What follows belongs to an exercise in optimizing a design on an open flow for small area; a production flow would make more cautious choices.
The RTL was checked by simulation tests, not by an equivalence proof against the original design.
No activity file was given, so power comes from the tool's default toggle rates.

==> flow/design.v <==
`default_nettype none
package breakout_pkg;
    localparam int coord_w    = 10;
    localparam int rgb_w      = 12;
    localparam int digit_w    = 4;
    localparam int num_bricks = 6;
    localparam logic [coord_w-1:0] x_max = 10'd639;
    localparam logic [coord_w-1:0] y_max = 10'd479;
    localparam logic [coord_w-1:0] refresh_row = 10'd481;
    localparam logic [coord_w-1:0] ball_size = 10'd8;
    localparam logic [coord_w-1:0] board_width  = 10'd64;
    localparam logic [coord_w-1:0] board_height = 10'd8;
    localparam logic [coord_w-1:0] brick_width  = 10'd30;
    localparam logic [coord_w-1:0] brick_height = 10'd30;
    localparam logic [rgb_w-1:0] board_rgb = 12'hFFF;
    localparam logic [rgb_w-1:0] brick_rgb = 12'hF00;
    localparam logic [rgb_w-1:0] ball_rgb = 12'hFF0;
    localparam logic [rgb_w-1:0] bg_rgb = 12'h000;
endpackage
`default_nettype wire
`default_nettype none
module ball_motion (
    input  logic                                clk,
    input  logic                                reset,
    input  logic                                pause,
    input  logic [breakout_pkg::coord_w-1:0]    x,
    input  logic [breakout_pkg::coord_w-1:0]    y,
    input  logic                                board_cov,
    input  logic [breakout_pkg::num_bricks-1:0] cov,
    output logic [breakout_pkg::coord_w-1:0]    ball_x,
    output logic [breakout_pkg::coord_w-1:0]    ball_b,
    output logic                                s0,
    output logic                                step,
    output logic                                collision,
    output logic [breakout_pkg::coord_w-1:0]    p,
    output logic [breakout_pkg::coord_w-1:0]    p994,
    output logic [breakout_pkg::coord_w-1:0]    v994,
    output logic [breakout_pkg::coord_w-1:0]    q29,
    output logic                                q29_lo,
    output logic [breakout_pkg::coord_w-1:0]    q63,
    output logic                                q63_lo,
    output logic [breakout_pkg::coord_w-1:0]    v,
    output logic [breakout_pkg::coord_w-1:0]    v29,
    output logic                                v29_lo
);
    localparam int W = breakout_pkg::coord_w;
    function automatic logic ge(input logic [9:0] a, input logic [9:0] b);
        logic c;
        c = 1'b1;
        for (int i = 0; i < 10; i++)
            c = (a[i] & ~b[i]) | ((a[i] | ~b[i]) & c);
        ge = c;
    endfunction
    function automatic logic [10:0] subk(input logic [9:0] a, input logic [9:0] k);
        logic [9:0] d;
        logic b;
        b = 1'b0;
        for (int i = 0; i < 10; i++) begin
            d[i] = a[i] ^ k[i] ^ b;
            b = (~a[i] & (k[i] | b)) | (k[i] & b);
        end
        subk = {b, d};
    endfunction
    function automatic logic [9:0] add7(input logic [9:0] a);
        logic [9:0] s;
        logic c;
        s[0] = ~a[0];
        s[1] = ~(a[1] ^ a[0]);
        c = a[1] | a[0];
        s[2] = ~(a[2] ^ c);
        c = a[2] | c;
        for (int i = 3; i < 10; i++) begin
            s[i] = a[i] ^ c;
            c = a[i] & c;
        end
        add7 = s;
    endfunction
    function automatic logic [9:0] move1(input logic [9:0] a, input logic up, input logic en);
        logic [9:0] r;
        logic t;
        t = en;
        for (int i = 0; i < 10; i++) begin
            r[i] = a[i] ^ t;
            t = t & ~(a[i] ^ up);
        end
        move1 = r;
    endfunction
    logic dir_x;
    logic dir_y;
    logic [W-1:0] ball_r;
    logic [W-1:0] q;
    logic any_hit;
    logic dir_x_next;
    logic dir_y_next;
    assign s0   = (x == 10'd0) && (y == breakout_pkg::refresh_row);
    assign step = s0 & ~pause;
    assign ball_r = add7(ball_x);
    assign p = x | ({W{s0}} & ball_r);
    assign q = x | ({W{s0}} & ball_x);
    assign v = (y | ({W{s0}} & ball_b & ~breakout_pkg::refresh_row)) &
               ~({W{s0}} & ~ball_b & breakout_pkg::refresh_row);
    assign p994 = ge(p, 10'd994) ? 10'd994 : p;
    assign v994 = ge(v, 10'd994) ? 10'd994 : v;
    assign {q29_lo, q29} = subk(q, 10'd29);
    assign {q63_lo, q63} = subk(q, 10'd63);
    assign {v29_lo, v29} = subk(v, 10'd29);
    assign any_hit   = |cov;
    assign collision = step & any_hit;
    always_comb begin
        dir_x_next = dir_x;
        if (ge(ball_x, 10'd632) && ge(10'd1016, ball_x)) dir_x_next = 1'b0;
        if (ball_x == 10'd0)                              dir_x_next = 1'b1;
        dir_y_next = dir_y;
        if (ge(ball_b, 10'd479))                          dir_y_next = 1'b0;
        if (ball_b == 10'd7)                              dir_y_next = 1'b1;
        if (board_cov)                                    dir_y_next = 1'b0;
        if (any_hit)                                      dir_y_next = ~dir_y;
    end
    always_ff @(posedge clk or posedge reset) begin
        if (reset) begin
            ball_x <= '0;
            ball_b <= 10'd7;
            dir_x  <= 1'b1;
            dir_y  <= 1'b1;
        end else begin
            if (step) begin
                dir_x <= dir_x_next;
                dir_y <= dir_y_next;
            end
            ball_x <= move1(ball_x, dir_x, step);
            ball_b <= move1(ball_b, dir_y, step);
        end
    end
endmodule
`default_nettype wire
`default_nettype none
module brick_cell (
    input  logic                             clk,
    input  logic                             reset,
    input  logic [breakout_pkg::coord_w-1:0] p994,
    input  logic [breakout_pkg::coord_w-1:0] q29,
    input  logic                             q29_lo,
    input  logic [breakout_pkg::coord_w-1:0] v994,
    input  logic [breakout_pkg::coord_w-1:0] v29,
    input  logic                             v29_lo,
    input  logic [breakout_pkg::coord_w-1:0] brick_x,
    input  logic [breakout_pkg::coord_w-1:0] brick_y,
    input  logic                             step,
    output logic                             cov,
    output logic                             on0
);
    function automatic logic ge(input logic [9:0] a, input logic [9:0] b);
        logic c;
        c = 1'b1;
        for (int i = 0; i < 10; i++)
            c = (a[i] & ~b[i]) | ((a[i] | ~b[i]) & c);
        ge = c;
    endfunction
    logic visible;
    logic x_in;
    logic y_in;
    assign x_in = ge(p994, brick_x) & (q29_lo | ge(brick_x, q29));
    assign y_in = ge(v994, brick_y) & (v29_lo | ge(brick_y, v29));
    assign cov  = visible & x_in & y_in;
    assign on0 = visible & (brick_x == 10'd0) & ge(brick_y, 10'd452) & ge(10'd481, brick_y);
    always_ff @(posedge clk or posedge reset) begin
        if (reset) begin
            visible <= 1'b1;
        end else begin
            visible <= visible & ~(step & cov);
        end
    end
endmodule
`default_nettype wire
`default_nettype none
module score_bcd (
    input  logic                             clk,
    input  logic                             reset,
    input  logic                             collision,
    output logic [breakout_pkg::digit_w-1:0] thous,
    output logic [breakout_pkg::digit_w-1:0] huns,
    output logic [breakout_pkg::digit_w-1:0] tens,
    output logic [breakout_pkg::digit_w-1:0] ones
);
    function automatic logic [3:0] inc(input logic [3:0] d, input logic en);
        logic nine;
        logic [3:0] t;
        nine = d[3] & ~d[2] & ~d[1] & d[0];
        t[0] = 1'b1;
        t[1] = d[0] & ~nine;
        t[2] = d[1] & d[0];
        t[3] = (d[2] & d[1] & d[0]) | nine;
        inc = d ^ ({4{en}} & t);
    endfunction
    logic ones_wrap;
    logic tens_wrap;
    logic huns_wrap;
    assign ones_wrap = collision && (ones == 4'd9);
    assign tens_wrap = ones_wrap && (tens == 4'd9);
    assign huns_wrap = tens_wrap && (huns == 4'd9);
    always_ff @(posedge clk or posedge reset) begin
        if (reset) begin
            ones  <= '0;
            tens  <= '0;
            huns  <= '0;
            thous <= '0;
        end else begin
            ones  <= inc(ones, collision);
            tens  <= inc(tens, ones_wrap);
            huns  <= inc(huns, tens_wrap);
            thous <= inc(thous, huns_wrap);
        end
    end
endmodule
`default_nettype wire
`default_nettype none
module pixel_render (
    input  logic                                video_on,
    input  logic [breakout_pkg::coord_w-1:0]    x,
    input  logic [breakout_pkg::coord_w-1:0]    y,
    input  logic                                s0,
    input  logic [breakout_pkg::coord_w-1:0]    board_x,
    input  logic [breakout_pkg::coord_w-1:0]    board_y,
    input  logic [breakout_pkg::coord_w-1:0]    p,
    input  logic [breakout_pkg::coord_w-1:0]    q63,
    input  logic                                q63_lo,
    input  logic [breakout_pkg::coord_w-1:0]    v,
    input  logic [breakout_pkg::coord_w-1:0]    ball_x,
    input  logic [breakout_pkg::coord_w-1:0]    ball_b,
    input  logic [breakout_pkg::num_bricks-1:0] cov,
    input  logic [breakout_pkg::num_bricks-1:0] on0,
    output logic                                board_cov,
    output logic [breakout_pkg::rgb_w-1:0]      rgb
);
    function automatic logic ge(input logic [9:0] a, input logic [9:0] b);
        logic c;
        c = 1'b1;
        for (int i = 0; i < 10; i++)
            c = (a[i] & ~b[i]) | ((a[i] | ~b[i]) & c);
        ge = c;
    endfunction
    function automatic logic in8(input logic [9:0] a, input logic [9:0] o);
        logic c;
        logic t;
        logic eq;
        c = 1'b0;
        for (int i = 0; i < 3; i++)
            c = (~a[i] & o[i]) | ((~a[i] | o[i]) & c);
        t = c;
        eq = 1'b1;
        for (int i = 3; i < 10; i++) begin
            eq = eq & ~(a[i] ^ o[i] ^ t);
            t = t & o[i];
        end
        in8 = eq & ~(&o[9:3] & |o[2:0]);
    endfunction
    function automatic logic upto8(input logic [9:0] a, input logic [9:0] b);
        logic c;
        logic t;
        logic eq;
        c = 1'b0;
        for (int i = 0; i < 3; i++)
            c = (~b[i] & a[i]) | ((~b[i] | a[i]) & c);
        t = c;
        eq = 1'b1;
        for (int i = 3; i < 10; i++) begin
            eq = eq & ~(b[i] ^ a[i] ^ t);
            t = t & a[i];
        end
        upto8 = eq & ~t & ~(~|b[9:3] & ~&b[2:0]);
    endfunction
    logic board_on;
    logic brick_on;
    logic ball_on;
    assign board_cov = ge(p, board_x) & (q63_lo | ge(board_x, q63)) & ~ge(board_x, 10'd961) &
                       in8(v, board_y);
    assign board_on = s0 ? ((board_x == 10'd0) & ge(board_y, 10'd474) & ge(10'd481, board_y))
                         : board_cov;
    assign brick_on = s0 ? |on0 : |cov;
    assign ball_on  = in8(x, ball_x) & upto8(y, ball_b);
    assign rgb[11:8] = {4{video_on & (board_on | brick_on | ball_on)}};
    assign rgb[7:4]  = {4{video_on & (board_on | (~brick_on & ball_on))}};
    assign rgb[3:0]  = {4{video_on & board_on}};
endmodule
`default_nettype wire
`default_nettype none
module breakout_top (
    input  logic                                clk,
    input  logic                                reset,
    input  logic                                pause,
    input  logic                                video_on,
    input  logic [breakout_pkg::coord_w-1:0]    x,
    input  logic [breakout_pkg::coord_w-1:0]    y,
    input  logic [breakout_pkg::coord_w-1:0]    board_x,
    input  logic [breakout_pkg::coord_w-1:0]    board_y,
    input  logic [breakout_pkg::num_bricks-1:0][breakout_pkg::coord_w-1:0] brick_x,
    input  logic [breakout_pkg::num_bricks-1:0][breakout_pkg::coord_w-1:0] brick_y,
    output logic [breakout_pkg::rgb_w-1:0]      rgb,
    output logic                                collision,
    output logic [breakout_pkg::digit_w-1:0]    thous,
    output logic [breakout_pkg::digit_w-1:0]    huns,
    output logic [breakout_pkg::digit_w-1:0]    tens,
    output logic [breakout_pkg::digit_w-1:0]    ones
);
    localparam int W  = breakout_pkg::coord_w;
    localparam int NB = breakout_pkg::num_bricks;
    logic [W-1:0] ball_x;
    logic [W-1:0] ball_b;     
    logic         s0;
    logic         step;
    logic [W-1:0] p;         
    logic [W-1:0] p994;      
    logic [W-1:0] v994;
    logic [W-1:0] q29;       
    logic         q29_lo;    
    logic [W-1:0] q63;       
    logic         q63_lo;
    logic [W-1:0] v;         
    logic [W-1:0] v29;       
    logic         v29_lo;
    logic [NB-1:0] cov;      
    logic [NB-1:0] on0;      
    logic          board_cov;
    logic          board_on0;
    ball_motion u_ball (
        .clk       (clk),
        .reset     (reset),
        .pause     (pause),
        .x         (x),
        .y         (y),
        .board_cov (board_cov),
        .cov       (cov),
        .ball_x    (ball_x),
        .ball_b    (ball_b),
        .s0        (s0),
        .step      (step),
        .collision (collision),
        .p         (p),
        .p994      (p994),
        .v994      (v994),
        .q29       (q29),
        .q29_lo    (q29_lo),
        .q63       (q63),
        .q63_lo    (q63_lo),
        .v         (v),
        .v29       (v29),
        .v29_lo    (v29_lo)
    );
    for (genvar i = 0; i < NB; i++) begin : g_brick
        brick_cell u_brick (
            .clk     (clk),
            .reset   (reset),
            .p994    (p994),
            .q29     (q29),
            .q29_lo  (q29_lo),
            .v994    (v994),
            .v29     (v29),
            .v29_lo  (v29_lo),
            .brick_x (brick_x[i]),
            .brick_y (brick_y[i]),
            .step    (step),
            .cov     (cov[i]),
            .on0     (on0[i])
        );
    end
    score_bcd u_score (
        .clk       (clk),
        .reset     (reset),
        .collision (collision),
        .thous     (thous),
        .huns      (huns),
        .tens      (tens),
        .ones      (ones)
    );
    pixel_render u_render (
        .video_on  (video_on),
        .x         (x),
        .y         (y),
        .s0        (s0),
        .board_x   (board_x),
        .board_y   (board_y),
        .p         (p),
        .q63       (q63),
        .q63_lo    (q63_lo),
        .v         (v),
        .ball_x    (ball_x),
        .ball_b    (ball_b),
        .cov       (cov),
        .on0       (on0),
        .board_cov (board_cov),
        .rgb       (rgb)
    );
endmodule
`default_nettype wire
==> flow/flow/run.sh <==
#!/bin/bash
# Layout flow: the standard flow, with two changes.
#  1. Synthesis is the standard one (same script, same passes, same registers),
#     but ABC maps the logic for area (flow/abc_area.script) instead of the
#     speed script.
#  2. Port buffers are the smallest buffer, sky130_fd_sc_hd__buf_1.
# Each step's full output goes to a log file in this folder.
set -euo pipefail
W=$PWD

# a copy of ORFS's scripts whose ABC script is the area one
rm -rf "$W/scripts_area"
cp -r "$FLOW_HOME/scripts" "$W/scripts_area"
cp "$W/flow/abc_area.script" "$W/scripts_area/abc_speed.script"

bash standard.sh "SCRIPTS_DIR=$W/scripts_area" synth > "$W/run_synth.log" 2>&1
bash standard.sh "BUFFER_PORTS_ARGS=-buffer_cell sky130_fd_sc_hd__buf_1" finish > "$W/run_finish.log" 2>&1
==> flow/flow/abc_area.script <==
strash
ifraig
scorr
dc2
drw
drf
dc2
strash
&get -n
&dch -f
&nf -a -R 1000
&put
topo
==> flow/standard.sh <==
#!/bin/bash
# synth_recipe.tcl (not shown) runs the flow's synth.tcl, then flattens the netlist and writes it again
# the make line also repeats each setting of config.mk as NAME=value (left out here)
make -C /OpenROAD-flow-scripts/flow DESIGN_CONFIG=/design/flow/config.mk WORK_HOME=/design/flow/orfs CLKGATE_MAP_FILE= SYNTH_SCRIPT=/design/flow/synth_recipe.tcl "${@:-finish}"
==> flow/config.mk <==
export PLATFORM = sky130hd
export DESIGN_NAME = breakout_top
export DESIGN_NICKNAME = breakout_top
export VERILOG_FILES = /design/flow/design.v
export SDC_FILE = /design/flow/constraint.sdc
export NUM_CORES = 4
export LEC_CHECK = 0
export CAP_MARGIN = 20
export CORE_MARGIN = 2
export CORE_UTILIZATION = 55
export CTS_BUF_LIST = sky130_fd_sc_hd__clkbuf_8
export GPL_TIMING_DRIVEN = 0
export SLEW_MARGIN = 20
==> flow/constraint.sdc <==
create_clock -name core_clock -period 10.0 [get_ports {clk}]
set_input_delay 2.0000 -clock core_clock [delete_from_list [all_inputs] [get_ports {clk}]]
set_output_delay 2.0000 -clock core_clock [all_outputs]
set_load 0.01 [all_outputs]
==> results of run 1 <==
## where the power goes
| group | internal, W | leakage (nW) | switching [W] | total (W) |
|---|---|---|---|---|
| combinational | 0.000102 | 2.19 | 0.000157 | 0.000260 |
| clock | 0.0000755 | 0.0548 | 0.0000744 | 0.000150 |
| sequential | 0.000178 | 0.569 | 0.00000000530 | 0.000178 |
## cells in the mapped netlist, types with 10 or more instances
cell type / n / area share, %
o21ai_0: 78 / 6.0
nor3_1: 21 / 1.6
o22ai_1: 100 / 9.6
nand3_1: 23 / 1.8
and2_0: 10 / 0.96
a21oi_1: 80 / 6.1
nand2_1: 77 / 4.4
nor2_1: 69 / 4.0
maj3_1: 19 / 2.9
dfrtp_1: 33 / 13
xor2_1: 20 / 2.7
nand4_1: 16 / 1.5
xnor2_1: 45 / 6.0
nor4_1: 28 / 2.7
a221oi_1: 37 / 5.0
dfstp_2: 11 / 4.4
and3_1: 11 / 1.1
ha_1: 36 / 6.9
a22oi_1: 49 / 5.6
clkinv_1: 39 / 2.2
## registers in the layout (all words and copies together) (netlist names)
signal / flops
u_ball.ball_b: 10
u_score.huns: 4
u_ball.ball_x: 10
g_brick.u_brick.visible: 6
u_ball.dir_x: 1
u_score.ones: 4
u_score.tens: 4
u_score.thous: 4
u_ball.dir_y: 1
## timing repair
item                       CTS  global route
gates resized for setup      1             4
gates cloned                 0             1
buffers inserted             0             7
pin swaps                    0             0
setup endpoints to repair    7             9
## metrics by stage
stage / setup slack [ps] / area, µm² / util [%] / setup TNS [ps] / std cells
2_1_floorplan: 1120 / 6550 / - / 0 / 905
3_3_place_gp: -175 / 7450 / 64.7 / -1030 / 1240
3_5_place_dp: -94.1 / 7500 / 65.2 / -343 / 1245
4_1_cts: 177 / 7620 / 66.2 / 0 / 1253
5_1_grt: 16.6 / 7710 / 66.9 / 0 / 1262
6_report: 546 / 7710 / 66.9 / 0 / 1262
## worst register-to-register path: cells and delay by family, from the launching register on
| kind | cells | cell delay [ps] |
|---|---|---|
| DFF | 1 | 460 |
| buffers and inverters | 2 | 170 |
| and+or+nand+nor | 15 | 2920 |
| AOI/OAI and AO/OA | 9 | 2120 |
| adders and majority gates | 9 | 1720 |
## layer usage
metal	vias to the layer above	wire length, µm	part of all wire (%)
met5	-	0	0
met1	4023	9080	42
met2	359	10900	50
met3	27	1420	6.5
met4	0	357	1.6
li1	4044	-	-
## final cells by class
cell class / count / share of cell area (%)
plain buffers: 9 / 0.876
clock buffers: 5 / 0.893
clock inverters: 3 / 0.600
inverters: 39 / 1.91
multi-input cells: 814 / 68.2
flip-flops and latches: 44 / 14.5
well taps: 143 / 2.32
repair buffers: 205 / 10.8
## cells by family after synthesis
logic type | after synthesis
compound gates | 395
xor+xnor | 65
fa+ha+maj | 55
buf+inv | 48
flops | 44
mux | 2
simple gates | 296
## worst paths after layout
path / end / cells past startpoint
worst max-delay path: rgb[11] / 28
worst min-delay path: g_brick[3].u_brick.visible / 1
worst max register to register: u_score.thous[3] / 35
worst min register to register: g_brick[3].u_brick.visible / 1
max in group asynchronous: g_brick[5].u_brick.visible / 3
min in group asynchronous: u_score.thous[3] / 2
==> impl_results.md, run 1 <==
- Outcome: no timing/DRC/antenna violations
- Number of routed nets with antenna violations: 0
- First-pass GRT wire length: 33.9 mm
- Critical Path Sink Type: output port
- Initial core utilization: between 50 and 60%
- RSZ-0062 raised after global routing: false
- CTS root buf: clkbuf_8
- H-Tree Depth: 2
- Die Wd: ~110 µm
- Crit Path Class: in -> out
- Vias in the first global route: 7,102
- Mapped Area: 6550 µm²
- Endpoints failing hold: 0
- Post-Route WL: 21.7 mm
- Met3 Resource Use GR: 3.00%
- Largest family of logic cells by synthesized area: compound AO/OA/AOI/OAI gates
- Post-synth EDFFs: 0
- # diodes: 0
- Leakage power: 2.81 nW
- Synth warnings: 4
- Peak Freq: 0.106 GHz
- Post-route total power: 0.000587 W
- Bufs and invs on worst path: 7
- Core area: ~12,000 µm²
- Worst-margin pin slew: between 1000 and 1500 ps
- Crit start category: input port
- Total gr overflow: 0
- Total clock buffers created by CTS: 5
- DRT Pass-1 Iters: 16
- Fillers: 1,121
- Mux cell area share after synthesis: 0.344%
- Delay of the slowest critical-path stage: 560 ps
- Met1 usage: 42.2%
- PD cells: between 70 and 80 nW/µm²
- Synth cell types: 53
- XOR/XNOR share of the synthesized area: 8.70%
- Area delta synth->final: 17.8%
- Post-DP HPWL: 17.1 mm
- Reg2reg start: u_ball.ball_x[0]
- Syn Area/Cell: around 7.2 µm²
- Register area: 1110 µm²
- Drt via density: 6.70
- Simple-gate share of the synthesized area: between 20% and 30%
- Max IR drop VDD: 0.0603 mV
- Die Span Y: 113 µm
- Area of the multi-input gates: 5260 µm²
- Synth Area in Compound Gates: 38.4%
- CTS Hold Bufs: 0
- Hold Crit Start: g_brick[3].u_brick.visible
- Worst Path Required: ~8000 ps
- Max Root-Sink Buffers: 2
- Worst skew pair latency: 320 ps
- Most frequent cells in the layout: 192 x buf_1, 100 x o22ai_1, 77 x nand2_1
- DR iter-0 viols: around 690
- Commonest non-fill, non-tap cell in the layout: buf_1
- Sequential share of the synthesized area: between 10% and 20%
- Crit path max fanout: 12
- WHS: roughly 500 ps
- Worst-case clock skew: 18.3 ps
- Critical path launch point: x[8]
- Ys async rst share: between 90% and 100%
- Min-Delay Path Class: reg -> reg
- Die area: 12,800 µm²
- Max-slew violation count: 0
- Period utilisation layout: roughly 95%
- GR Util met2: between 50 and 60%
- PortBufs: 192
- # clock sinks: 44
- Tmin final: between 9000 and 10,000 ps
- Gate Count Post-Synth: 905
- R2R Setup Slk: 2520 ps
- Synth Area in Adders: 9.79%
- Row cnt: 39
- Busiest grt layer: met2
- Setup-failing EPs final: 0
- Worst-path clk slew: 110 ps
- Initial antenna violation count: 0
- Ports: about 190
- GPL Wtd Cong: 0.895
- Most used DFF post-synth: dfrtp_1
- CP max stage cell: or4b_1
- Final nets: 1,318
- DR DRC count: 0
- Top cell family by delay on the critical path: simple AND/OR/NAND/NOR gates
- Largest net degree at the start of global routing: 27
- Max-slew headroom: 22.0%
- Tot GR Track Use: 32.1%
- TritonCTS clock tree: done
- #FFs+latches synth: between 40 and 50
- Worst Path Arrival: around 7500 ps
- Fraction of layout cells with a size suffix above 1: ~4.6%
- Syn Nets: 1,105
- Maxcap violations: 0
- Vias: 8,453
- Routed len/inst: 17.2 µm
- Most frequent cell on the critical path: ha_1
==> inputs of run 2 (changes only) <==
--- a/flow/config.mk
+++ b/flow/config.mk
@@ -7,7 +7,7 @@
 export LEC_CHECK = 0
 export CAP_MARGIN = 20
 export CORE_MARGIN = 2
-export CORE_UTILIZATION = 55
+export CORE_UTILIZATION = 40
 export CTS_BUF_LIST = sky130_fd_sc_hd__clkbuf_8
 export GPL_TIMING_DRIVEN = 0
 export SLEW_MARGIN = 20
==> run 2 against run 1 <==
Global-route usage fell by 6.1 points. Die area grew 36%. First-iteration DRC count down 13%. Flip-flop and latch count is the same. Core utilization fell by 18 points. Clock skew is 7.2 ps higher. Critical path type unchanged. Combinational power about the same. Count of clock-buffer cells in the layout is the same.
==> impl_results.md, run 2 <==
- RR Endpoint: u_score.thous[3]
- Min-Delay Path Class: reg -> reg
- Fraction of layout cells with a size suffix above 1: approximately 4.7%
- Worst Path Arrival: between 7000 and 8000 ps
- Routed len/inst: between 15 and 20 µm
- Ys async rst share: 100%
- Vias: around 8,300
- Gate Count Post-Synth: 905
- CP endpoint: rgb[9]
- Post-Route WL: 23.6 mm
- Tot GR Track Use: 26.0%
- PortBufs: 192
- Post-DP HPWL: 18.9 mm
- Vias in the first global route: roughly 7,500
- Crit start category: input port
- Met3 Resource Use GR: 2.54%
- DR iter-0 viols: 607
- Commonest non-fill, non-tap cell in the layout: buf_1
- R2R Setup Slk: 2580 ps
- Setup-failing EPs final: 0
- # diodes: 0
- Initial core utilization: 41.1%
- Die area: 17,400 µm²
- Commonest cells post-synth: 100 x o22ai_1, 80 x a21oi_1, 78 x o21ai_0
- CP max stage cell: or4b_1
- Final nets: 1,316
- Worst reg-to-reg path cell count: 35
- Core area: ~16,000 µm²
- Synth area leaders: dfrtp_1 13%, o22ai_1 9.6%, ha_1 6.9%
- Placed cell area: 7600 µm²
- Peak Freq: roughly 0.11 GHz
- Synth cell types: 53
- GPL Wtd Cong: 0.927
- Syn Nets: 1,105
- Busiest grt layer: met2
- Met1 usage: 35.3%
- Top cell type's share of synthesized area: 12.6%
- Leakage power: 2.80 nW
- CTS root buf: clkbuf_8
- PD cells: 76.0 nW/µm²
- CTS Hold Bufs: 0
- DP Worst Slack: -202 ps
- Crit path max fanout: 12
- Final Instance Count excl. Fillers: 1,333
- Placed Cells: 1,318
- # clock sinks: 44
- Worst skew pair latency: 330 ps
- DRT Pass-1 Iters: 6
- Largest area contributor in the netlist: dfrtp_1
- Largest registers: u_ball.ball_b x10, u_ball.ball_x x10, g_brick.u_brick.visible x6
- Worst Path Required: 8000 ps
- Die Span Y: 132 µm
- Post-route total power: 0.000592 W
- Row cnt: 46
- Mapped Area: 6550 µm²
- Worst-path clk slew: 110 ps
- Period utilisation layout: between 90% and 100%
- Reg2reg start: u_ball.ball_x[0]
- Delay of the slowest critical-path stage: ~560 ps
- #FFs+latches synth: 44
- Number of routed nets with antenna violations: 0
- Sequential share of the synthesized area: 17.0%
- Dominant cell by count in the synthesized netlist: o22ai_1
- Most frequent cell on the critical path: ha_1
- Largest net degree at the start of global routing: 27
- Total clock buffers created by CTS: 5
- Most used DFF post-synth: dfrtp_1
- Drt via density: 6.23
- Max-slew headroom: 42.4%
- Area delta synth->final: 19.0%
- Syn Area/Cell: approximately 7.2 µm²
- Die Wd: 132 µm
- Post-route cell area: slightly below 8000 µm²
- Max Root-Sink Buffers: 2
- TritonCTS clock tree: done
- DR DRC count: 0
- Critical path launch point: x[8]
- Endpoints failing hold: 0
- Fillers: 1,694
- H-Tree Depth: 2
- First-pass GRT wire length: 37.7 mm
- Worst-case clock skew: 25.5 ps
- Crit Path Class: in -> out
- GR Util met2: 43.3%
- Max-slew violation count: 0
- Setup WS post-layout: 495 ps
- Synth warnings: 4
- Critical Path Sink Type: output port
- Total gr overflow: 0
- Maxcap violations: 0
- Post-synth EDFFs: 0
- Initial antenna violation count: 1
- Outcome: no timing/DRC/antenna violations
- Most frequent cells in the layout: 192 x buf_1, 100 x o22ai_1, 77 x nand2_1
- Max IR drop VDD: 0.0640 mV
- Worst-margin pin slew: 856 ps
- Ports: between 150 and 200
- Tmin final: 9510 ps
-- run 2: per-stage QoR --
step | setup TNS [ps] | hold slack, ps | utilization [%]
3_5_place_dp | -1070 | 484 | 47.6
2_1_floorplan | 0 | 468 | -
5_1_grt | -15.1 | 505 | 48.9
6_report | 0 | 499 | 48.9
3_3_place_gp | -1840 | 476 | 47.3
4_1_cts | 0 | 498 | 48.4
-- run 2: worst max-delay path, delay by kind of cell --
| kind | cells | cell delay, ps |
|---|---|---|
| compound gates | 7 | 1250 |
| fa+ha+maj | 9 | 1740 |
| buf+inv | 7 | 800 |
| simple gates | 7 | 1670 |
-- run 2: worst min-delay path by stage --
stage                          startpoint                          to  depth (start not counted)  slack (ps)
2_1_floorplan  g_brick[2].u_brick.visible  g_brick[2].u_brick.visible                          1         470
3_3_place_gp   g_brick[2].u_brick.visible  g_brick[2].u_brick.visible                          1         480
3_5_place_dp   g_brick[2].u_brick.visible  g_brick[2].u_brick.visible                          1         480
4_1_cts        g_brick[4].u_brick.visible  g_brick[4].u_brick.visible                          1         500
5_1_grt        g_brick[3].u_brick.visible  g_brick[3].u_brick.visible                          1         500
6_report       g_brick[2].u_brick.visible  g_brick[2].u_brick.visible                          1         500
-- run 2: kinds of logic after synthesis --
kind of cell / synth area share, %
multiplexers: 0.344
adder cells (fa/ha/maj): 9.79
flip-flops: 17.0
AO/OA/AOI/OAI: 38.4
AND/OR/NAND/NOR: 22.5
XOR/XNOR: 8.70
buffers and inverters: 3.27
-- run 2: what timing repair did --
action	CTS	global route
setup buffers	0	6
cloned	0	1
gates resized for setup	1	4
setup endpoints to repair	7	9
-- run 2: power by group --
part	leakage [nW]	internal (W)	switching, W
logic	2.18	0.000102	0.000160
clock network	0.0548	0.0000755	0.0000770
registers	0.569	0.000178	0.00000000551
-- run 2: layout make-up --
class / instances / area [µm²] / share of cell area [%]
inverter: 39 / 148 / 1.89
multi-input combinational: 814 / 5260 / 67.5
clock buffer: 5 / 68.8 / 0.883
tap: 216 / 270 / 3.47
timing repair buffer: 203 / 816 / 10.5
sequential: 44 / 1110 / 14.3
buffer: 9 / 67.6 / 0.867
clock inverter: 3 / 46.3 / 0.594
-- run 2: metal layers --
layer | wire length (µm) | vias to the layer above
met3 | 1380 | 45
li1 | - | 4037
met4 | 705 | 2
met2 | 11000 | 281
met5 | 15 | -
met1 | 10400 | 3936
==> inputs of run 3 (changes only) <==
==> flow/flow/run.sh (replaced) <==
#!/bin/bash
# Layout flow: the standard flow, with two changes.
#  1. Synthesis is the standard one (same script, same passes, same registers),
#     but ABC maps the logic for area (flow/abc_area.script) instead of the
#     speed script, and it also maps the adders (no separate half/full adder
#     cell step).
#  2. Port buffers are the smallest buffer, sky130_fd_sc_hd__buf_1.
# Each step's full output goes to a log file in this folder.
set -euo pipefail
W=$PWD

# a copy of ORFS's scripts whose ABC script is the area one
rm -rf "$W/scripts_area"
cp -r "$FLOW_HOME/scripts" "$W/scripts_area"
cp "$W/flow/abc_area.script" "$W/scripts_area/abc_speed.script"

bash standard.sh "SCRIPTS_DIR=$W/scripts_area" "ADDER_MAP_FILE=" synth > "$W/run_synth.log" 2>&1
bash standard.sh "BUFFER_PORTS_ARGS=-buffer_cell sky130_fd_sc_hd__buf_1" finish > "$W/run_finish.log" 2>&1
==> flow/flow/abc_area.script (replaced) <==
strash
ifraig
scorr
dc2
drw
drf
dc2
drw
drf
dc2
strash
&get -n
&dch -f
&nf -a -R 1000
&put
strash
dc2
drw
drf
dc2
&get -n
&dch -f
&nf -a -R 1000
&put
topo
==> run 3 against run 2 <==
Still clean on timing, DRC and antenna. Non-clock buffer count decreased by 6. Die area decreased by 2.1%. Via count increased by 1.9%. Final cell count decreased by 1.4%. Hold slack got worse by 29 ps. Synthesized cell count decreased by 1.4%. Combinational power about the same. Clock power increased by 3%. Clock skew decreased by 12 ps. Sequential share of layout area increased by 0.20 points. Register-to-register slack improved by 690 ps.
==> impl_results.md, run 3 <==
- RSZ-0062 raised after global routing: false
- Worst Path Arrival: approximately 7500 ps
- Post-DP HPWL: approximately 19 mm
- Max IR drop VDD: between 0.06 and 0.07 mV
- #FFs+latches synth: 44
- Max-slew violation count: 0
- Die Wd: approximately 130 µm
- Post-Route WL: 23.9 mm
- Most used DFF post-synth: dfrtp_1
- # clock sinks: 44
- Worst Path Required: 8000 ps
- Largest area contributor in the netlist: dfrtp_1
- Ys async rst share: 100%
- Outcome: no timing/DRC/antenna violations
- Core area: 15,800 µm²
- Commonest non-fill, non-tap cell in the layout: buf_1
- PD cells: just under 80 nW/µm²
- Die area: about 17,000 µm²
- Number of routed nets with antenna violations: 0
- Syn Area/Cell: 7.18 µm²
- Initial antenna violation count: 0
- DR iter-0 viols: 648
- Die Span Y: roughly 130 µm
- Most frequent cells in the layout: 192 x buf_1, 82 x o22ai_1, 81 x nor2_1
- Crit path max fanout: 16
- Worst skew pair latency: about 330 ps
- Leakage power: 2.57 nW
- Largest registers: u_ball.ball_b x10, u_ball.ball_x x10, g_brick.u_brick.visible x6
- TritonCTS clock tree: done
- Peak Freq: around 0.10 GHz
- Post-route cell area: 7680 µm²
- Top cell type's share of synthesized area: 12.9%
- Worst-path clk slew: 110 ps
- Total gr overflow: 0
- Crit Path Class: in -> out
- Fraction of layout cells with a size suffix above 1: 4.74%
- Routed len/inst: 18.2 µm
- Synth warnings: 4
- Critical Path Sink Type: output port
- First-pass GRT wire length: 36.4 mm
- Syn Nets: between 1,000 and 1,500
- Tmin final: 9530 ps
- Row cnt: 46
- Mapped Area: 6400 µm²
- Max Root-Sink Buffers: 2
- Placed cell area: between 7000 and 8000 µm²
- Tot GR Track Use: a little over a quarter
- Fillers: 1,718
- Gate Count Post-Synth: ~890
- CTS root buf: clkbuf_8
- Setup WS post-layout: 471 ps
- H-Tree Depth: 2
- Min-Delay Path Class: reg -> reg
- Max-slew headroom: a little over a quarter
- Post-route total power: 0.000599 W
- DP Worst Slack: -478 ps
- PortBufs: 192
- DRT Pass-1 Iters: 5
- Synth area leaders: dfrtp_1 13%, o22ai_1 8.0%, a221oi_1 6.6%
- Initial core utilization: 40.6%
- Vias: 8,455
- Drt via density: 6.43
- Post-synth EDFFs: 0
- GPL Wtd Cong: 0.929
- Synth cell types: 57
- Sequential share of the synthesized area: 17.4%
- Final nets: 1,261
- Worst-case clock skew: 13.1 ps
- Delay of the slowest critical-path stage: approximately 670 ps
- Total clock buffers created by CTS: 5
- Vias in the first global route: 7,272
- Ports: between 150 and 200
- Endpoints failing hold: 0
- Period utilisation layout: a little over nine tenths
- Crit start category: input port
- Area delta synth->final: 20.0%
- Maxcap violations: 0
- Worst-margin pin slew: between 1000 and 1500 ps
- Commonest cells post-synth: 82 x nor2_1, 82 x o22ai_1, 81 x a21oi_1
- Setup-failing EPs final: 0
- Layout Utilization: 48.7%
- DR DRC count: 0
- CP max stage cell: nor4_1
- Largest net degree at the start of global routing: 33
- # diodes: 0
- Critical-path cell list: buf_1 -> nor4_1 -> and4_4 -> a21o_1 -> o21ai_1 -> nor3_2 -> nor2_1 -> and3_1 -> nor2_2 -> o22ai_1 -> a21oi_1 -> a221oi_1 -> o21ai_0 -> o2111a_1 -> o221ai_1 -> and4_1 -> nand3_1 -> clkinv_1 -> a21oi_1 -> nor2b_1 -> or2_0 -> buf_4 -> buf_1
[run 3: cell types whose count changed after synthesis, sizes merged, moves of 11 or more]
| cell | before | now |
|---|---|---|
| o221ai | 2 | 24 |
| ha | 36 | 0 |
| nor2 | 69 | 82 |
| o22ai | 100 | 82 |
| maj3 | 19 | 5 |
| clkinv | 39 | 20 |
| nand2 | 77 | 61 |
| nand2b | 5 | 16 |
| a221oi | 37 | 48 |
[run 3: cell type report]
class	count	area [µm²]	share of cell area, %
Buffer	9	67.6	0.879
Clock buffer	5	68.8	0.896
Clock inverter	3	50.0	0.651
Inverter	20	76.3	0.993
Multi-Input combinational cell	820	5270	68.5
Sequential cell	44	1110	14.5
Tap cell	216	270	3.52
Timing Repair Buffer	197	771	10.0
[run 3: power breakdown]
part / switching, W / internal, W / total, W
sequential: 0.00000000258 / 0.000178 / 0.000178
combinational: 0.000165 / 0.0000992 / 0.000264
clock: 0.0000794 / 0.0000773 / 0.000157
[run 3: final timing paths]
| kind | from | slack (ps) | to | cells after the start |
|---|---|---|---|---|
| min in group asynchronous | reset | 1580 | u_ball.ball_x[8] | 2 |
| hold / removal | g_brick[1].u_brick.visible | 470 | g_brick[1].u_brick.visible | 2 |
| setup reg to reg | u_ball.ball_x[0] | 3270 | u_score.thous[3] | 25 |
| max in group asynchronous | reset | 7880 | u_ball.dir_x | 3 |
| hold reg to reg | g_brick[1].u_brick.visible | 470 | g_brick[1].u_brick.visible | 2 |
| setup / recovery | x[6] | 470 | rgb[7] | 23 |
[run 3: metal layers]
layer  GRT usage [%]  vias up  share of wire, %
met5               0        -                 0
met4            6.63        0               2.0
met3            2.97       35               6.6
met2            45.0      327                47
met1            36.1     4007                44
li1                -     4086                 -
[run 3: worst max-delay path, delay by kind of cell]
kind / cells / cell delay, ps
and+or+nand+nor: 10 / 3120
AOI/OAI and AO/OA: 9 / 1830
buffers and inverters: 4 / 550
[run 3: metrics by stage]
stage	hold slack (ps)	setup TNS [ps]	instances
after floorplan	438	0	892
after detailed placement	456	-3140	1303
after global routing	491	0	1314
after global placement	455	-5070	1300
final	470	0	1314
after CTS	472	0	1311
[run 3: cell families (layout without fill, tap and decap cells)]
group	after synthesis	after routing	synth area share, %
xor gates and xnor gates	71	71	9.71
adders and majority gates	5	5	0.782
DFF	44	44	17.4
buffers and inverters	29	234	2.23
and+or+nand+nor	303	304	23.8
muxes	5	5	0.821
AOI/OAI and AO/OA	435	435	45.3
[run 3: timing repair]
item,CTS,global route
gates resized for setup,3,12
cloned,0,1
hold buffers,0,0
buffers inserted,0,2
setup endpoints to repair,9,9
pin swaps,0,2
==> inputs of run 4 (changes only) <==
--- a/flow/design.v
+++ b/flow/design.v
@@ -85,6 +85,8 @@
         end
         move1 = r;
     endfunction
+    logic left;
+    logic up;
     logic dir_x;
     logic dir_y;
     logic [W-1:0] ball_r;
@@ -104,6 +106,8 @@
     assign {q29_lo, q29} = subk(q, 10'd29);
     assign {q63_lo, q63} = subk(q, 10'd63);
     assign {v29_lo, v29} = subk(v, 10'd29);
+    assign dir_x = ~left;
+    assign dir_y = ~up;
     assign any_hit   = |cov;
     assign collision = step & any_hit;
     always_comb begin
@@ -120,12 +124,12 @@
         if (reset) begin
             ball_x <= '0;
             ball_b <= 10'd7;
-            dir_x  <= 1'b1;
-            dir_y  <= 1'b1;
+            left   <= 1'b0;
+            up     <= 1'b0;
         end else begin
             if (step) begin
-                dir_x <= dir_x_next;
-                dir_y <= dir_y_next;
+                left <= ~dir_x_next;
+                up   <= ~dir_y_next;
             end
             ball_x <= move1(ball_x, dir_x, step);
             ball_b <= move1(ball_b, dir_y, step);
@@ -156,18 +160,20 @@
             c = (a[i] & ~b[i]) | ((a[i] | ~b[i]) & c);
         ge = c;
     endfunction
+    logic gone;      
     logic visible;
     logic x_in;
     logic y_in;
     assign x_in = ge(p994, brick_x) & (q29_lo | ge(brick_x, q29));
     assign y_in = ge(v994, brick_y) & (v29_lo | ge(brick_y, v29));
+    assign visible = ~gone;
     assign cov  = visible & x_in & y_in;
     assign on0 = visible & (brick_x == 10'd0) & ge(brick_y, 10'd452) & ge(10'd481, brick_y);
     always_ff @(posedge clk or posedge reset) begin
         if (reset) begin
-            visible <= 1'b1;
+            gone <= 1'b0;
         end else begin
-            visible <= visible & ~(step & cov);
+            gone <= gone | (step & cov);
         end
     end
 endmodule
==> flow/flow/abc_area.script (replaced) <==
strash
ifraig
scorr
dc2
drw
drf
dc2
drw
drf
dc2
strash
&get -n
&dch -f
&nf -a -R 1000
&put
strash
&get -n
&dc2
&dch -f
&nf -a -R 1000
&put
topo
==> run 4 against run 3 <==
Area after synthesis down 0.96%. Routed wire length down 1.1%. Maximum frequency down 0.82%. Largest cell class unchanged. Die area down 0.93%. Via count down 0.95%. Flip-flop and latch count unchanged. Still clean on timing, DRC and antenna.
==> impl_results.md, run 4 <==
- Fin Setup TNS: 0 ps
- Vias: 8,375
- Area delta synth->final: 19.8%
- Most frequent cells in the layout: 192 x buf_1, 79 x o22ai_1, 76 x a21oi_1
- Synth Area in Compound Gates: 45.9%
- Synth warnings: 4
- DP Worst Slack: -643 ps
- Max Root-Sink Buffers: 2
- Crit path max fanout: 30
- Largest registers: u_ball.ball_b x10, u_ball.ball_x x10, g_brick.u_brick.gone x6
- Min-Delay Path Class: reg -> reg
- Ys async rst share: between 90% and 100%
- Die Wd: 130 µm
- # diodes: 0
- Die Span Y: 130 µm
- Critical-path cell list: buf_1 -> nor4_1 -> and4_4 -> a21o_1 -> nor2_1 -> nor4_1 -> nor2b_1 -> xor2_1 -> o22ai_1 -> o21ai_0 -> o221ai_1 -> nand4_1 -> o211ai_1 -> a21oi_1 -> o221ai_1 -> nand3_1 -> nor4b_4 -> a21oi_1 -> nor2b_1 -> or2_0 -> buf_4 -> buf_1
- Worst-path clk slew: 100 ps
- Max IR drop VDD: 0.0687 mV
- Number of routed nets with antenna violations: 0
- Worst skew pair latency: around 320 ps
- Peak Freq: 0.104 GHz
- Tot GR Track Use: between 20% and 30%
- Crit Path Class: in -> out
- Final nets: 1,248
- Period utilisation layout: 96.1%
- Delay of the slowest critical-path stage: 740 ps
- Die area: 16,900 µm²
- Critical Path Sink Type: output port
- Setup WS post-layout: 392 ps
- Worst reg-to-reg path cell count: 25
- Drt via density: 6.44
- Total gr overflow: 0
- DR iter-0 viols: 634
- Syn Area/Cell: 7.21 µm²
- RR Endpoint: u_score.thous[3]
- Hold depth: 1
- Top cell type's share of synthesized area: 16.2%
- #FFs+latches synth: 44
- Commonest cells post-synth: 79 x a21oi_1, 79 x o22ai_1, 78 x o21ai_0
- Mapped Area: 6340 µm²
- Fraction of layout cells with a size suffix above 1: 3.69%
- GPL Wtd Cong: 0.927
- Tmin final: 9610 ps
- DR DRC count: 0
- TritonCTS clock tree: done
- PD cells: 78.9 nW/µm²
- CP max stage cell: xor2_1
- Setup-failing EPs final: 0
- Crit start category: input port
- Worst Path Required: around 8000 ps
- Post-synth EDFFs: 0
- Vias in the first global route: roughly 7,400
- Syn Nets: 1,044
- Hold Crit Start: g_brick[4].u_brick.gone
- Outcome: no timing/DRC/antenna violations
- H-Tree Depth: 2
- Routed len/inst: roughly 18 µm
- Post-Route WL: 23.7 mm
- Sequential share of the synthesized area: 17.4%
- Commonest non-fill, non-tap cell in the layout: buf_1
- Synth Area in Adders: 0.158%
- Total clock buffers created by CTS: 5
- Gate Count Post-Synth: 880
- Mux cell area share after synthesis: 0.178%
- DRT Pass-1 Iters: 5
- Worst-margin pin slew: roughly 1000 ps
- Maxcap violations: 0
- Largest net degree at the start of global routing: 31
- PortBufs: 192
- Ports: 193
- XOR/XNOR share of the synthesized area: 10.9%
- # clock sinks: between 40 and 50
- Leakage power: 2.57 nW
- First-pass GRT wire length: roughly 37 mm
- Worst Path Arrival: 7610 ps
- Largest family of logic cells by synthesized area: compound AO/OA/AOI/OAI gates
- CTS root buf: clkbuf_8
- Most used DFF post-synth: dfrtp_1
- Endpoints failing hold: 0
- Reg2reg start: u_ball.ball_x[6]
- Max-slew violation count: 0
- Simple-gate share of the synthesized area: 23.5%
- Row cnt: 46
- Synth area leaders: dfrtp_1 16%, o22ai_1 7.8%, xnor2_1 7.3%
- Initial antenna violation count: 1
- Worst-case clock skew: between 15 and 20 ps
- Synth cell types: 58
- Post-DP HPWL: 18.6 mm
- Max-slew headroom: between 30% and 40%
- Final Instance Count excl. Fillers: 1,301
- Largest area contributor in the netlist: dfrtp_1
- Initial core utilization: 40.4%
- Placed Cells: ~1,300
- Core area: 15,700 µm²
- Hold path endpoint: g_brick[4].u_brick.gone
- R2R Setup Slk: 3590 ps
run 4: changes by cell type after synthesis, moves of 5 or more:
cell,delta
nand2_1,+13
nor2_1,-15
dfrtp_1,+8
a221oi_1,-8
xnor2_1,+5
nor4_1,+8
a22oi_1,+8
nor2b_1,-9
dfstp_2,-8
clkinv_1,-5
run 4: layer usage:
| metal | track usage [%] | vias up | part of all wire [%] |
|---|---|---|---|
| met5 | 0 | - | 0.063 |
| met4 | 9.36 | 2 | 3.3 |
| met3 | 3.94 | 46 | 6.3 |
| met2 | 45.1 | 293 | 47 |
| met1 | 35.9 | 3990 | 43 |
| li1 | - | 4044 | - |
run 4: layout make-up:
cell class	instances	area, µm²
Clock buffer	5	68.8
Timing Repair Buffer	197	771
Fill cell	1725	8120
Tap cell	216	270
Buffer	9	67.6
Clock inverter	3	46.3
Sequential cell	44	1100
Inverter	15	57.6
Multi-Input combinational cell	812	5210
run 4: per-stage QoR:
step / cell area [µm²] / power (W) / hold WS (ps) / util [%]
floorplan: 6340 / 0.000343 / 450 / -
global placement: 7330 / 0.000439 / 475 / 46.7
detailed placement: 7390 / 0.000442 / 480 / 47.0
CTS: 7540 / 0.000596 / 503 / 48.0
global route: 7600 / 0.000639 / 515 / 48.4
finish: 7600 / 0.000600 / 499 / 48.4
run 4: kinds of logic (layout without fill, tap and decap cells):
kind of cell | after synthesis | after routing
AOI/OAI and AO/OA | 434 | 434
buffers and inverters | 24 | 229
adders and majority gates | 1 | 1
DFF | 44 | 44
and+or+nand+nor | 297 | 297
xor gates and xnor gates | 79 | 79
muxes | 1 | 1
run 4: repair_timing:
item,CTS,global route
pin swaps,0,1
cloned,0,0
resized for setup,6,6
setup endpoints to repair,9,8
buffers inserted,0,2
hold buffers,0,0
run 4: worst max-delay path by stage:
| stage | startpoint | endpoint | slack [ps] |
|---|---|---|---|
| 2_1_floorplan | y[9] | rgb[10] | 800 |
| 3_3_place_gp | x[1] | rgb[7] | -1480 |
| 3_5_place_dp | x[9] | rgb[7] | -640 |
| 4_1_cts | x[9] | rgb[7] | 90 |
| 5_1_grt | x[1] | rgb[7] | -10 |
| 6_report | x[9] | rgb[7] | 390 |
run 4: worst max-delay path, delay by kind of cell:
kind | cells | cell delay, ps
buffers and inverters | 3 | 420
AO/OA/AOI/OAI | 8 | 1560
XOR/XNOR | 1 | 740
AND/OR/NAND/NOR | 10 | 2880
run 4: power breakdown:
| group | leakage (nW) | internal [W] | switching (W) | total [W] |
|---|---|---|---|---|
| clock | 0.0548 | 0.0000755 | 0.0000762 | 0.000152 |
| combinational | 1.92 | 0.000103 | 0.000167 | 0.000270 |
| sequential | 0.588 | 0.000178 | 0.00000000676 | 0.000178 |
==> inputs of run 5 (changes only) <==
--- a/flow/config.mk
+++ b/flow/config.mk
@@ -5,9 +5,9 @@
 export SDC_FILE = /design/flow/constraint.sdc
 export NUM_CORES = 4
 export LEC_CHECK = 0
-export CAP_MARGIN = 20
+export CAP_MARGIN = 0
 export CORE_MARGIN = 2
 export CORE_UTILIZATION = 40
 export CTS_BUF_LIST = sky130_fd_sc_hd__clkbuf_8
 export GPL_TIMING_DRIVEN = 0
-export SLEW_MARGIN = 20
+export SLEW_MARGIN = 0
==> run 5 against run 4 <==
Still clean on timing, DRC and antenna. Register-to-register slack got worse by 90 ps. Clock power barely moved. Via count rose by 0.97%. Power fell by 0.11%. Die area did not move. Non-clock buffer count rose by 2. Final area fell by 0.38%. Count of clock-buffer cells in the layout did not move. Critical endpoint unchanged.
==> impl_results.md, run 5 <==
- Worst skew pair latency: between 300 and 400 ps
- RSZ-0062 raised after global routing: false
- TritonCTS clock tree: done
- # diodes: 0
- Period utilisation layout: roughly 95%
- Total clock buffers created by CTS: 5
- Die Span Y: 130 µm
- Routed len/inst: roughly 18 µm
- Switching share of power: 40.3%
- Largest net degree at the start of global routing: 45
- Initial antenna violation count: 2
- R2R Setup Slk: 3500 ps
- Top cell type's share of synthesized area: 16.2%
- Power Internal: 0.000358 W
- Most frequent cells in the layout: 192 x buf_1, 79 x o22ai_1, 77 x a21oi_1
- Vias: 8,456
- Number of routed nets with antenna violations: 0
- Final Instance Count excl. Fillers: 1,303
- Clock power frac: 25.5%
- Ys async rst share: 100%
- Drt via density: 6.49
- PortBufs: 192
- Worst-path clk slew: 90 ps
- Worst-margin pin slew: 1320 ps
- Worst reg-to-reg path cell count: 26
- Syn Area/Cell: 7.21 µm²
- Commonest non-fill, non-tap cell in the layout: buf_1
- Setup-failing EPs final: 0
- Worst-case clock skew: 7.97 ps
- Synth cell types: 58
- Leakage power: about 2.6 nW
- Mapped Area: 6340 µm²
- Vias in the first global route: about 7,400
- GPL Wtd Cong: 0.927
- DR DRC count: 0
- Die area: 16,900 µm²
- Critical path launch point: x[8]
- Max Root-Sink Buffers: 2
- Max-slew violation count: 0
- Sequential share of the synthesized area: between 10% and 20%
- Post-synth EDFFs: 0
- Most used DFF post-synth: dfrtp_1
- Endpoints failing hold: 0
- #FFs+latches synth: 44
- Fraction of layout cells with a size suffix above 1: 3.50%
- Min-Delay Path Class: reg -> reg
- Worst Path Required: 8000 ps
- Hold depth: 1
- Post-DP HPWL: 18.6 mm
- Synth area leaders: dfrtp_1 16%, o22ai_1 7.8%, xnor2_1 7.3%
- Max IR drop VDD: 0.0716 mV
- PD cells: 79.1 nW/µm²
- Comb pwr share: 44.8%
- Tot GR Track Use: 26.7%
- Synth warnings: 4
- DR iter-0 viols: 622
- Max-slew headroom: 11.7%
- Critical Path Sink Type: output port
- Die Wd: approximately 130 µm
- RR Endpoint: u_score.thous[3]
- Outcome: no timing/DRC/antenna violations
- Worst Path Arrival: 7490 ps
- Row cnt: 46
- CP endpoint: rgb[7]
- Placed Cells: 1,292
- Placed cell area: 7360 µm²
- Part of the power in registers: 29.7%
- Total gr overflow: 0
- Maxcap violations: 0
- First-pass GRT wire length: 36.5 mm
- Area delta synth->final: 19.4%
- Largest area contributor in the netlist: dfrtp_1
- Initial core utilization: 40.4%
- Reg2reg start: u_ball.ball_x[0]
- Crit path max fanout: 30
- DRT Pass-1 Iters: 5
- Post-route cell area: 7570 µm²
- Syn Nets: 1,044
- Psw: 0.000241 W
- Tmin final: 9490 ps
- H-Tree Depth: 2
- CTS Hold Bufs: 0
- Commonest cells post-synth: 79 x a21oi_1, 79 x o22ai_1, 78 x o21ai_0
- Crit start category: input port
- # clock sinks: 44
- Gate Count Post-Synth: 880
- Core area: between 15,000 and 20,000 µm²
- Crit Path Class: in -> out
- Final nets: ~1,300
- Peak Freq: 0.105 GHz
- Largest registers: u_ball.ball_b x10, u_ball.ball_x x10, g_brick.u_brick.gone x6
- Ports: just under 200
- CTS root buf: clkbuf_8
- Post-Route WL: about 23 mm
-- run 5: worst max-delay path, stage by stage --
cell and delay, ps:
buf_1 160, or4b_1 560, nor2_1 160, and4_4 470, nand2_1 90, nand2_1 290, nor2_1 150, nor2_1 200
nand2_1 130, nor2_1 160, nor2_1 100, and3_1 220, nor2_1 560, o22ai_1 170, a21oi_1 160, a221oi_1 70
o21ai_0 250, o2111ai_1 150, nor3_1 410, nor4b_4 140, a21oi_1 240, nor2b_1 100, or2_0 260, buf_4 150
buf_1 120
-- run 5: worst min-delay path by stage --
stage | endpoint | slack (ps) | from
after floorplan | g_brick[4].u_brick.gone | 450 | g_brick[4].u_brick.gone
after CTS | g_brick[4].u_brick.gone | 500 | g_brick[4].u_brick.gone
final | g_brick[4].u_brick.gone | 500 | g_brick[4].u_brick.gone
after detailed placement | g_brick[4].u_brick.gone | 480 | g_brick[4].u_brick.gone
after global routing | g_brick[4].u_brick.gone | 500 | g_brick[4].u_brick.gone
after global placement | g_brick[4].u_brick.gone | 470 | g_brick[4].u_brick.gone
-- run 5: kinds of logic after synthesis --
logic type	synth area share, %
flops	17.4
buf+inv	1.95
fa+ha+maj	0.158
mux	0.178
compound gates	45.9
xor+xnor	10.9
simple gates	23.5
-- run 5: repair_timing --
item,in CTS,in global routing
endpoints found under the setup margin,9,9
gates resized for setup,3,8
gates cloned,0,0
setup buffers,0,3
pin swaps,0,1
-- run 5: through the flow --
stage	hold slack (ps)	setup WS (ps)	power, W	TNS (ps)	util (%)
3_3_place_gp	475	-1480	0.000439	-12470	46.7
5_1_grt	500	45.8	0.000640	0	48.2
2_1_floorplan	450	801	0.000343	0	-
4_1_cts	498	39.9	0.000595	0	47.7
6_report	497	506	0.000599	0	48.2
3_5_place_dp	475	-740	0.000441	-5800	46.9
-- run 5: final cells by class --
| cell class | count | area, µm² |
|---|---|---|
| fillers | 1709 | 8140 |
| multi-input cells | 812 | 5180 |
| flip-flops and latches | 44 | 1100 |
| repair buffers | 199 | 773 |
| well taps | 216 | 270 |
| clock buffers | 5 | 68.8 |
| plain buffers | 9 | 67.6 |
| inverters | 15 | 57.6 |
| clock inverters | 3 | 50.0 |
-- run 5: power by group through the flow --
stage | registers [W] | logic, W | clock network, W
detailed placement | 0.000181 | 0.000260 | 0
global placement | 0.000181 | 0.000258 | 0
global route | 0.000178 | 0.000299 | 0.000163
CTS | 0.000178 | 0.000262 | 0.000155
finish | 0.000178 | 0.000268 | 0.000153
floorplan | 0.000181 | 0.000162 | 0
-- run 5: metal layers --
layer | track usage [%] | routed length, µm
met1 | 34.8 | 10100
met2 | 44.2 | 10800
met3 | 4.26 | 1580
met4 | 10.5 | 929
met5 | 0 | 27
==> inputs of run 6 (changes only) <==
==> flow/flow/abc_area.script (replaced) <==
strash
ifraig
scorr
dc2
&get -n
&deepsyn -T 60
&put
strash
&get -n
&dch -f
&nf -a -R 1000
&put
strash
&get -n
&dc2
&dch -f
&nf -a -R 1000
&put
topo
==> run 6 against run 5 <==
Sequential power about the same. Die area shrank 2.1%. Flip-flop and latch count stayed put. Register-to-register slack got worse by 900 ps. Maximum frequency increased by 0.14%. Clock skew is 6.2 ps higher. Final area down 1.9%. Worst setup slack better by 14 ps. Non-clock buffer count up 3. Routed wire length rose by 1.2%. Largest power group unchanged.
==> impl_results.md, run 6 <==
- # clock sinks: 44
- Synth area leaders: dfrtp_1 17%, a21oi_1 7.3%, o22ai_1 7.3%
- Worst Path Required: approximately 8000 ps
- Dominant cell by count in the synthesized netlist: nor2_1
- Worst reg-to-reg path cell count: 35
- H-Tree Depth: 2
- Max Root-Sink Buffers: 2
- Most frequent cells in the layout: 192 x buf_1, 103 x nor2_1, 89 x a21oi_1
- Worst skew pair latency: 320 ps
- Most used DFF post-synth: dfrtp_1
- Max IR drop VDD: 0.0502 mV
- WHS: 493 ps
- Worst Path Arrival: ~7500 ps
- #FFs+latches synth: 44
- Commonest non-fill, non-tap cell in the layout: buf_1
- CTS Hold Bufs: 0
- Drt via density: 6.31
- Row cnt: 45
- Syn Nets: 1,053
- Reg2reg start: u_ball.ball_x[0]
- Core area: 15,200 µm²
- PortBufs: 192
- Total gr overflow: 0
- Die Span Y: 129 µm
- Min-Delay Path Class: reg -> reg
- Leakage power: 2.61 nW
- Top cell type's share of synthesized area: 16.5%
- DR DRC count: 0
- Initial antenna violation count: 1
- CTS root buf: clkbuf_8
- Hold Crit Start: u_score.tens[0]
- First-pass GRT wire length: 37.0 mm
- Area delta synth->final: 19.6%
- Outcome: no timing/DRC/antenna violations
- Routed len/inst: about 18 µm
- Initial core utilization: 40.8%
- Vias: 8,140
- GPL Wtd Cong: 0.931
- Tot GR Track Use: between 20 and 30%
- DR iter-0 viols: 744
- Number of routed nets with antenna violations: 0
- RR Endpoint: u_score.thous[3]
- Crit start category: input port
- Max-slew violation count: 0
- Gate Count Post-Synth: around 900
- Endpoints failing hold: 0
- Die area: 16,500 µm²
- Worst-path clk slew: 100 ps
- Largest net degree at the start of global routing: 45
- Synth warnings: 4
- Commonest cells post-synth: 103 x nor2_1, 91 x a21oi_1, 89 x o21ai_0
- Hold depth: 1
- RSZ-0062 raised after global routing: false
- Fillers: 1,660
- Largest registers: u_ball.ball_b x10, u_ball.ball_x x10, g_brick.u_brick.gone x6
- Worst-margin pin slew: 985 ps
- Final nets: 1,263
- Post-synth EDFFs: 0
- TritonCTS clock tree: done
- R2R Setup Slk: 2600 ps
- Setup-failing EPs final: 0
- Mapped Area: 6200 µm²
- Ports: 193
- Synth cell types: 57
- Area of the multi-input gates: 5050 µm²
- Largest area contributor in the netlist: dfrtp_1
- Tmin final: 9480 ps
- Crit Path Class: in -> out
- Vias in the first global route: 7,145
- Period utilisation layout: 94.8%
- Fraction of layout cells with a size suffix above 1: 3.73%
- Total clock buffers created by CTS: 5
- DRT Pass-1 Iters: 6
- Die Wd: roughly 130 µm
- Post-DP HPWL: 18.5 mm
- Syn Area/Cell: 6.98 µm²
- Hold path endpoint: u_score.tens[0]
- Post-Route WL: roughly 24 mm
- Register area: 1100 µm²
- Ys async rst share: 100%
- Setup WS post-layout: 520 ps
- Maxcap violations: 0
- Critical Path Sink Type: output port
- Worst-case clock skew: 14.1 ps
- Crit path max fanout: 15
- Sequential share of the synthesized area: between 10% and 20%
- PD cells: 76.6 nW/µm²
- Peak Freq: 0.105 GHz
- DP Worst Slack: -568 ps
- Max-slew headroom: 34.1%
[run 6: layer usage]
layer | routed length [µm] | global-route usage, % | up-vias
li1 | - | - | 4025
met1 | 11200 | 40.5 | 3758
met2 | 10300 | 43.1 | 340
met3 | 2010 | 3.78 | 17
met4 | 262 | 3.96 | 0
met5 | 0 | 0 | -
[run 6: cell type report]
class | count | area share (%)
diodes | 1 | 0.0337
plain buffers | 9 | 0.910
clock buffers | 5 | 0.927
clock inverters | 3 | 0.270
inverters | 20 | 1.03
multi-input cells | 817 | 68.1
flip-flops and latches | 44 | 14.9
well taps | 188 | 3.17
repair buffers | 202 | 10.7
[run 6: metrics by stage]
step                      std cells  util [%]  power (W)  setup TNS, ps  area [µm²]
final                          1289      48.8   0.000569              0        7420
after global routing           1288      48.8   0.000604              0        7420
after CTS                      1285      48.2   0.000560              0        7330
after detailed placement       1273      47.3   0.000437          -3670        7200
after global placement         1269      47.1   0.000435          -8970        7160
after floorplan                 889         -   0.000340              0        6200
[run 6: worst max path at each step]
stage | slack (ps) | cells past startpoint | start | end
floorplan | 920 | 23 | x[8] | rgb[10]
global placement | -1140 | 23 | y[3] | rgb[10]
detailed placement | -570 | 25 | y[0] | rgb[10]
CTS | 40 | 29 | x[0] | rgb[10]
global route | 30 | 25 | x[8] | rgb[10]
finish | 520 | 26 | x[8] | rgb[10]
[run 6: cell families after synthesis]
group | share of synthesized area, %
muxes | 0.161
and+or+nand+nor | 23.7
adders and majority gates | 0.645
xor gates and xnor gates | 8.89
DFF | 17.8
AOI/OAI and AO/OA | 46.5
buffers and inverters | 2.30
[run 6: where the power goes]
group          internal [W]  total (W)  switching (W)
clock             0.0000490   0.000124      0.0000747
sequential         0.000178   0.000178  0.00000000158
combinational     0.0000994   0.000267       0.000168
[run 6: repair_timing]
action / 4_1_cts / 5_1_grt
resized for setup: 5 / 12
cloned: 0 / 1
setup buffers: 4 / 1
endpoints found under the setup margin: 8 / 11
pin swaps: 1 / 1
hold endpoints to repair: 0 / 0
[run 6: critical path, stage by stage]
cell and delay [ps]:
buf_1 170, nor2_1 140, nand3_1 90, nor4_2 340, and4_4 440, a21oi_1 180
o21a_1 340, nor4_1 290, o21ai_0 240, a41oi_1 390, or2_1 280, o211ai_1 130
a21oi_1 160, a221oi_1 70, nor2_1 160, a221oi_1 60, o21ai_0 220, o221ai_1 160
o311a_1 170, nor3_1 150, nand4bb_1 300, o21a_1 320, o22ai_2 200, o21a_1 210
buf_4 120, buf_1 140
==> inputs of run 7 (changes only) <==
==> flow/flow/run.sh (replaced) <==
#!/bin/bash
# Layout flow: the standard flow, with two changes.
#  1. Synthesis is the standard one (same script, same passes, same registers),
#     but ABC maps the logic for area (flow/abc_area.script) instead of the
#     speed script, and it also maps the adders (no separate half/full adder
#     cell step), and the buffers it puts between output ports that carry
#     the same signal are the smallest buffer.
#  2. Port buffers are the smallest buffer, sky130_fd_sc_hd__buf_1.
# Each step's full output goes to a log file in this folder.
set -euo pipefail
W=$PWD

# a copy of ORFS's scripts whose ABC script is the area one
rm -rf "$W/scripts_area"
cp -r "$FLOW_HOME/scripts" "$W/scripts_area"
cp "$W/flow/abc_area.script" "$W/scripts_area/abc_speed.script"

bash standard.sh "SCRIPTS_DIR=$W/scripts_area" "ADDER_MAP_FILE=" \
    "MIN_BUF_CELL_AND_PORTS=sky130_fd_sc_hd__buf_1 A X" synth > "$W/run_synth.log" 2>&1
bash standard.sh "BUFFER_PORTS_ARGS=-buffer_cell sky130_fd_sc_hd__buf_1" finish > "$W/run_finish.log" 2>&1
==> run 7 against run 6 <==
Final cell count did not move. Area after synthesis fell by 0.54%. Critical path type unchanged. Core utilization barely moved. Still clean. Register-to-register slack improved by 200 ps. Via count fell by 0.15%. Clock skew fell by 5.7 ps. Hold slack got worse by 3.3 ps. Sequential share of layout area barely moved. Maximum frequency fell by 0.16%. Flip-flop and latch count did not move.
==> impl_results.md, run 7 <==
- Fin Setup TNS: 0 ps
- Die Span Y: 128 µm
- Delay of the slowest critical-path stage: 480 ps
- #FFs+latches synth: 44
- Worst skew pair latency: 310 ps
- Synth cell types: 57
- Fillers: 1,633
- Fraction of layout cells with a size suffix above 1: 3.45%
- TritonCTS clock tree: done
- Syn Area/Cell: slightly below 7 µm²
- Critical path launch point: x[8]
- Vias: 8,128
- Crit Path Class: in -> out
- Worst-case clock skew: ~8.4 ps
- Synth area leaders: dfrtp_1 17%, a21oi_1 7.4%, o22ai_1 7.3%
- Largest area contributor in the netlist: dfrtp_1
- Most frequent cells in the layout: 201 x buf_1, 102 x nor2_1, 88 x a21oi_1
- Top cell type's share of synthesized area: 16.6%
- Initial core utilization: around 41%
- Hold Crit Start: u_score.tens[0]
- Commonest cells post-synth: 103 x nor2_1, 91 x a21oi_1, 89 x o21ai_0
- DR DRC count: 0
- Max-slew headroom: 31.9%
- H-Tree Depth: 2
- Die Wd: 128 µm
- Largest registers: u_ball.ball_b x10, u_ball.ball_x x10, g_brick.u_brick.gone x6
- Hold path endpoint: u_score.tens[0]
- Max-slew violation count: 0
- Post-DP HPWL: 18.2 mm
- CP max stage cell: and2_0
- # clock sinks: 44
- Tot GR Track Use: 27.2%
- CTS Hold Bufs: 0
- Initial antenna violation count: 0
- Layout Utilization: around 49%
- Worst Path Required: ~8000 ps
- Post-route total power: 0.000561 W
- CP Depth: 28
- GPL Wtd Cong: a little over 0.9
- PD cells: 75.9 nW/µm²
- Hold depth: 1
- Max Root-Sink Buffers: 2
- Synth warnings: 4
- Syn Nets: 1,053
- Min-Delay Path Class: reg -> reg
- DR iter-0 viols: 760
- Commonest non-fill, non-tap cell in the layout: buf_1
- Ports: 193
- Core area: about 15,000 µm²
- Leakage power: 2.58 nW
- Area delta synth->final: 19.9%
- Post-Route WL: between 20 and 25 mm
- Die area: 16,400 µm²
- Setup-failing EPs final: 0
- Mapped Area: 6170 µm²
- First-pass GRT wire length: around 37 mm
- Ys async rst share: 100%
- RR Endpoint: u_score.thous[3]
- Worst-path clk slew: 90 ps
- Worst-margin pin slew: 1020 ps
- Critical Path Sink Type: output port
- Sequential share of the synthesized area: 17.9%
- Gate Count Post-Synth: 889
- Crit start category: input port
- WHS: between 400 and 500 ps
- R2R Setup Slk: 2800 ps
- Endpoints failing hold: 0
- Post-synth EDFFs: 0
- Number of routed nets with antenna violations: 0
- DRT Pass-1 Iters: 5
- Peak Freq: between 0.1 and 0.15 GHz
- Largest net degree at the start of global routing: 45
- Top cell family by delay on the critical path: compound AO/OA/AOI/OAI gates
- Reg2reg start: u_ball.ball_x[0]
- Total gr overflow: 0
- PortBufs: 192
- Total clock buffers created by CTS: 5
- Bufs and invs on worst path: 6
- # diodes: 0
- Row cnt: 45
- CTS root buf: clkbuf_8
- Maxcap violations: 0
- Routed len/inst: between 15 and 20 µm
- Tmin final: 9500 ps
- Final nets: 1,264
- Worst reg-to-reg path cell count: 35
- Worst Path Arrival: about 7500 ps
- Drt via density: 6.31
- Outcome: no timing/DRC/antenna violations
- Most used DFF post-synth: dfrtp_1
- Vias in the first global route: 7,103
- Dominant cell by count in the synthesized netlist: nor2_1
- Max IR drop VDD: 0.0522 mV
- Crit path max fanout: 14
- Period utilisation layout: 95.0%
[run 7: changes by cell type after synthesis]
cell / previous run / this run
buf_1: 0 / 9
buf_4: 9 / 0
[run 7: timing repair]
action	4_1_cts	5_1_grt
gates resized for setup	5	15
hold endpoints to repair	0	0
setup buffers	0	7
endpoints found under the setup margin	8	11
pin swaps	0	3
gates cloned	0	1
[run 7: cell type report]
type	instances	area (µm²)	share of cell area (%)
well taps	188	235	3.18
multi-input cells	817	5060	68.3
plain buffers	9	33.8	0.457
inverters	20	76.3	1.03
repair buffers	203	803	10.9
flip-flops and latches	44	1100	14.9
clock inverters	3	20.0	0.271
clock buffers	5	68.8	0.930
[run 7: report_power, final]
part | switching [W] | total (W) | leakage, nW | internal, W
combinational | 0.000167 | 0.000265 | 1.95 | 0.0000977
clock | 0.0000699 | 0.000119 | 0.0455 | 0.0000489
sequential | 0.00000000155 | 0.000178 | 0.583 | 0.000178
[run 7: metrics by stage]
stage / setup slack (ps) / area (µm²) / instances
after floorplan: 928 / 6170 / 889
final: 504 / 7400 / 1289
after CTS: 57.5 / 7270 / 1281
after global routing: -43.4 / 7400 / 1289
after global placement: -1030 / 7130 / 1269
after detailed placement: -566 / 7160 / 1273
[run 7: cell families (layout without fill, tap and decap cells)]
kind of cell | after synthesis | count (layout) | share of synthesized area [%]
compound gates | 439 | 439 | 46.8
flops | 44 | 44 | 17.9
mux | 1 | 1 | 0.162
simple gates | 309 | 310 | 23.8
fa+ha+maj | 4 | 4 | 0.649
xor+xnor | 63 | 63 | 8.94
buf+inv | 29 | 240 | 1.76
[run 7: per-layer routing]
metal,share of wire (%),global-route usage [%],wire length (µm)
met5,0,0,0
met4,1.4,4.85,325
met3,8.5,4.38,1980
met2,43,41.5,10100
met1,47,40.6,11000
[run 7: worst max path at each step]
stage	end
CTS	rgb[10]
floorplan	rgb[10]
global placement	rgb[11]
global route	rgb[11]
detailed placement	rgb[10]
finish	rgb[11]

Re-timed with assumed drivers on the ports (clkbuf_16 on the clock, buf_2 on other inputs), run 7 has 0.483 ns of setup slack against 0.504 ns with ideal ports, and 0.483 ns once port delays also move by the mid clock arrival of 0.347 ns.
